This design comes from an exercise in tuning for small area on the open sky130 flow, not from production work. No functional check of the RTL was part of any run shown here.

==> flow/design.v (outline; a module is shown in full before it is edited, if it fits) <==
// module fft_dit_top: 1041 lines
module fft_dit_top (
   input  wire        clk,
   input  wire        rst_n,
   input  wire [23:0] in_x,
   input  wire        in_nd,
   output wire [23:0] out_x,
   output wire        out_nd,
   output reg         overflow
);
  // ...
==> flow/run.sh <==
#!/bin/bash
# synth_recipe.tcl (not shown) runs the flow's synth.tcl, then flattens the netlist and writes it again
# the make line also repeats each setting of config.mk as NAME=value (left out here)
make -C /OpenROAD-flow-scripts/flow DESIGN_CONFIG=/design/flow/config.mk WORK_HOME=/design/flow/orfs CLKGATE_MAP_FILE= SYNTH_SCRIPT=/design/flow/synth_recipe.tcl finish
==> flow/config.mk <==
export PLATFORM = sky130hd
export DESIGN_NAME = fft_dit_top
export DESIGN_NICKNAME = fft_dit_top
export VERILOG_FILES = /design/flow/design.v
export SDC_FILE = /design/flow/constraint.sdc
export NUM_CORES = 4
export LEC_CHECK = 0
export CAP_MARGIN = 20
export CORE_MARGIN = 2
export CORE_UTILIZATION = 55
export CTS_CLUSTER_DIAMETER = 100
export CTS_CLUSTER_SIZE = 28
export SLEW_MARGIN = 20
==> flow/constraint.sdc <==
create_clock -name core_clock -period 10.0 [get_ports {clk}]
set_input_delay 2.0000 -clock core_clock [delete_from_list [all_inputs] [get_ports {clk}]]
set_output_delay 2.0000 -clock core_clock [all_outputs]
set_load 0.01 [all_outputs]
==> flow_summary_export.csv, run 1 <==
group,metric,value,unit
sta,final_max_slew_viol_count,0,
cells_and_area,layout-drive-gt1-share,7.371,%
synth,yosysSeqAreaShare,57.84,%
synth,synthTopCellsByCount,"edfxtp_1, nand2_1, o21ai_0, inv_1, a21oi_1",
global_routing,use_met3,4.848,%
detailed_routing,drt_iter0_drc,3624,
cts,ctsResizeCount,0,
synth,synth.top_cell.area_share,53.77,%
min_path,hold_class,"register to register",
cts,post_cts_buffers,0,
synth,synth_top_family_by_area,"adder cells",
synth,ys_ff_latch,865,
die,die_h,285.8,um
die,start_util,55.46,%
detailed_routing,dr_wl_met3,12290,um
sta,finalWorstPathRequiredPeriod,9332,ps
synth,yosys.area_share.simple,7.819,%
cells_and_area,antenna_cells,0,
global_routing,gr-usage-met2,52.04,%
cts,cts_inserted_buffers,38,
cells_and_area,seq_area,0.02527,mm2
synth,ys_top_cells_by_area,"edfxtp_1, fa_1, nand2_1",
synth,yosysUniqueCellTypes,75,
cells_and_area,n_all_buffers,137,
sta,setup_ws,667.6,ps
run_status,outcome,"no timing/DRC/antenna violations",
cells_and_area,clock_buffer_count,55,
global_routing,grt_use_met1,47.67,%
critical_path,r2r-start,"e_s1",
critical_path,start_kind,"register",
cts,cts_htree_levels,2,
synth,synthAdderAreaFrac,12.71,%
==> inputs of run 2 (changes only) <==
--- a/flow/config.mk
+++ b/flow/config.mk
@@ -7,7 +7,7 @@
 export LEC_CHECK = 0
 export CAP_MARGIN = 20
 export CORE_MARGIN = 2
-export CORE_UTILIZATION = 55
-export CTS_CLUSTER_DIAMETER = 100
-export CTS_CLUSTER_SIZE = 28
+export CORE_UTILIZATION = 65
+export CTS_CLUSTER_DIAMETER = 120
+export CTS_CLUSTER_SIZE = 24
 export SLEW_MARGIN = 20
==> flow_summary_export.csv, run 2 <==
group,metric,value,unit
die,die_h,263.2,um
placed_design,gp_congestion,0.9993,
synth,synth_area_leader_cell,"edfxtp_1",
die,die_w,263.2,um
synth,netlist_area,0.04367,mm2
cells_and_area,top_regs,"ba (384), bb (384)",
detailed_routing,vias,29630,
die,start_util,65.37,%
cts,clk_path_buf_depth,3,
placed_design,place_ws,478.8,ps
run_status,outcome,"no timing/DRC/antenna violations",
detailed_routing,drc,0,
critical_path,endpoint_kind,"register",
job,maxCapViolCount,0,
synth,synth-edff-count,782,
detailed_routing,via_per_inst,6.724,
critical_path,crit_top_cell,"fa_1",
cts,cts.sinks,865,
synth,synth.top_cell.area_share,53.77,%
synth,synth_warnings,3,
critical_path,start_kind,"register",
cells_and_area,layout-drive-gt1-share,7.446,%
cells_and_area,area_delta_synth_final,7.063,%
critical_path,path_delay_family,"compound AO/OA/AOI/OAI gates",
synth,synth.most_common_cell,"edfxtp_1",
sta,setup_ws,425.8,ps
detailed_routing,ant_nets,0,
global_routing,grt.total_usage,37.78,%
sta,final_max_slew_viol_count,0,
critical_path,critPathSlowestCell,"dfrtp_4",
detailed_routing,routed_wl,130200,um
die,pin_count,53,
cts,cts_inserted_buffers,42,
placed_design,portBuffers,52,
sta,fin_hold_ws,412.6,ps
synth,avgSynthCellArea,12.52,um2
synth,synth-main-ff-cell,"edfxtp_1",
cells_and_area,layout_commonest_cell,"edfxtp_1",
synth,yosys.area_share.simple,7.819,%
synth,synth-compound-area-share,11.19,%
die,die-area,0.06927,mm2
critical_path,required,10350,ps
critical_path,critPathKind,"register to register",
min_path,hold_class,"register to register",
cts,clock_latency,630,ps
sta,worst_slew_pin_slew,1147,ps
synth,ys_ff_latch,865,
sta,rsz0062_at_grt,"false",
sta,period_share,95.74,%
global_routing,grt_pass1_vias,29180,
synth,async_flop_share,2.659,%
synth,synthXorXnorAreaFrac,1.805,%
cts,cts_tree,"done",
synth,synthMuxAreaShare,4.771,%
synth,syn_inst,3488,
synth,yosysSeqAreaShare,57.84,%
sta,finalWorstPathRequiredPeriod,9574,ps
critical_path,crit_arrival,9920,ps
sta,fin_tns_setup,0,ps
cells_and_area,final_cell_mix,"edfxtp_1, nand2_1, inv_1",
synth,ys_top_cells_by_area,"edfxtp_1, fa_1, nand2_1",
global_routing,grt_pass1_wl,190200,um
synth,synthAdderAreaFrac,12.71,%
sta,setup_violations,0,
critical_path,worstPathMaxFanout,25,
sta,slew_headroom,23.56,%
synth,synthTopCellsByCount,"edfxtp_1, nand2_1, o21ai_0, inv_1, a21oi_1",
synth,synth_top_family_by_area,"adder cells",
detailed_routing,wl_per_cell,29.54,um
synth,synth.net_count,3817,
global_routing,grt_max_degree,172,
global_routing,antenna_found_initial,1,
detailed_routing,drtPass1Iterations,8,
die,coreArea,0.06680,mm2
cells_and_area,fillers,4623,
cts,cts-root-buf,"clkbuf_16",
global_routing,grt_overflow,0,
die,num_rows,95,
sta,hold_viol,0,
detailed_routing,drt_iter0_drc,4707,
placed_design,hpwlAfterDp,90940,um
synth,yosysUniqueCellTypes,75,
cts,cts_htree_levels,2,
sta,skew,35.20,ps
sta,fmax,104.4,MHz
cts,clk_pin_slew,110,ps
critical_path,slowest_delay,820,ps
critical_path,path_buf_inv,2,
cells_and_area,final_nets,3828,
-- run 2: worst reg2reg max path, delay by kind of cell (launching register included) --
| family | cells | cell delay [ps] |
|---|---|---|
| compound gates | 12 | 3190 |
| fa+ha+maj | 6 | 2850 |
| simple gates | 6 | 820 |
| mux | 2 | 680 |
| xor+xnor | 2 | 690 |
| buf+inv | 2 | 260 |
| flops | 1 | 820 |
-- run 2: final cells by class --
cell class | count | area (um2) | area share (%)
flip-flops and latches | 865 | 25270 | 54.04
multi-input cells | 2175 | 16870 | 36.09
repair buffers | 142 | 1265 | 2.706
clock buffers | 74 | 1192 | 2.550
well taps | 873 | 1092 | 2.336
inverters | 273 | 1025 | 2.192
clock inverters | 3 | 36.28 | 0.07761
diodes | 1 | 2.502 | 0.005352
-- run 2: routing by layer --
| layer | vias up | part of all wire (%) | GRT usage, % |
|---|---|---|---|
| met3 | 379 | 13 | 9.690 |
| met5 | - | 0.078 | 1.040 |
| met1 | 14540 | 36 | 52.38 |
| met4 | 4 | 5.2 | 17.00 |
| li1 | 12450 | - | - |
| met2 | 2260 | 45 | 57.04 |
-- run 2: logic make-up after synthesis --
kind of cell,count (synthesis)
XOR/XNOR,90
AND/OR/NAND/NOR,786
multiplexers,173
adder cells (fa/ha/maj),305
AO/OA/AOI/OAI,821
buffers and inverters,448
flip-flops,865
-- run 2: path summary, 6_finish.rpt --
| check | startpoint | endpoint | slack (ps) | cells past startpoint |
|---|---|---|---|---|
| min in group asynchronous | rst_n | wr_ptr[0] | 1360 | 1 |
| hold / removal | bb[10][14] | bb[9][14] | 410 | 0 |
| max in group asynchronous | rst_n | proc_bank | 8230 | 1 |
| setup reg to reg | proc_bank | bb[0][22] | 430 | 30 |
| hold reg to reg | bb[10][14] | bb[9][14] | 410 | 0 |
| setup / recovery | proc_bank | bb[0][22] | 430 | 30 |
-- run 2: repair_timing --
action | CTS | global route
hold buffers | 0 | 0
gates resized for setup | 0 | 4
setup buffers | 0 | 1
setup endpoints to repair | 0 | 6
-- run 2: stage by stage --
stage	area [um2]	cells	utilization [%]
2_1_floorplan	43700	3488	-
3_3_place_gp	45460	4326	68.05
3_5_place_dp	45460	4326	68.05
4_1_cts	46690	4403	69.89
5_1_grt	46750	4405	69.99
6_report	46750	4406	69.99

-- re-timing with driven ports --
Ports are ideal in the flow. The routed layouts listed here were re-timed in OpenROAD.
Step 1, drivers: a clkbuf_16 drives clk and a buf_2 each remaining input, both assumed.
Step 2, shift: input delay + t, output delay - t, t = (earliest + latest rising clock arrival at the registers) / 2. This alone moves slack from input paths to output paths.
Slacks: ideal / step 1 / step 2; pairs: ideal / step 1.
run	shift t [ns]	setup WS [ns]	worst hold slack (ns)	worst setup path after step 2	worst slew at a driven data input, ns
run 1	0.697	0.668 / 0.668 / 0.668	0.418 / 0.418 / 0.418	register to register	0.06
run 2	0.682	0.426 / 0.426 / 0.426	0.413 / 0.413 / 0.413	register to register	0.06
After both steps setup and hold are still met in every run listed.
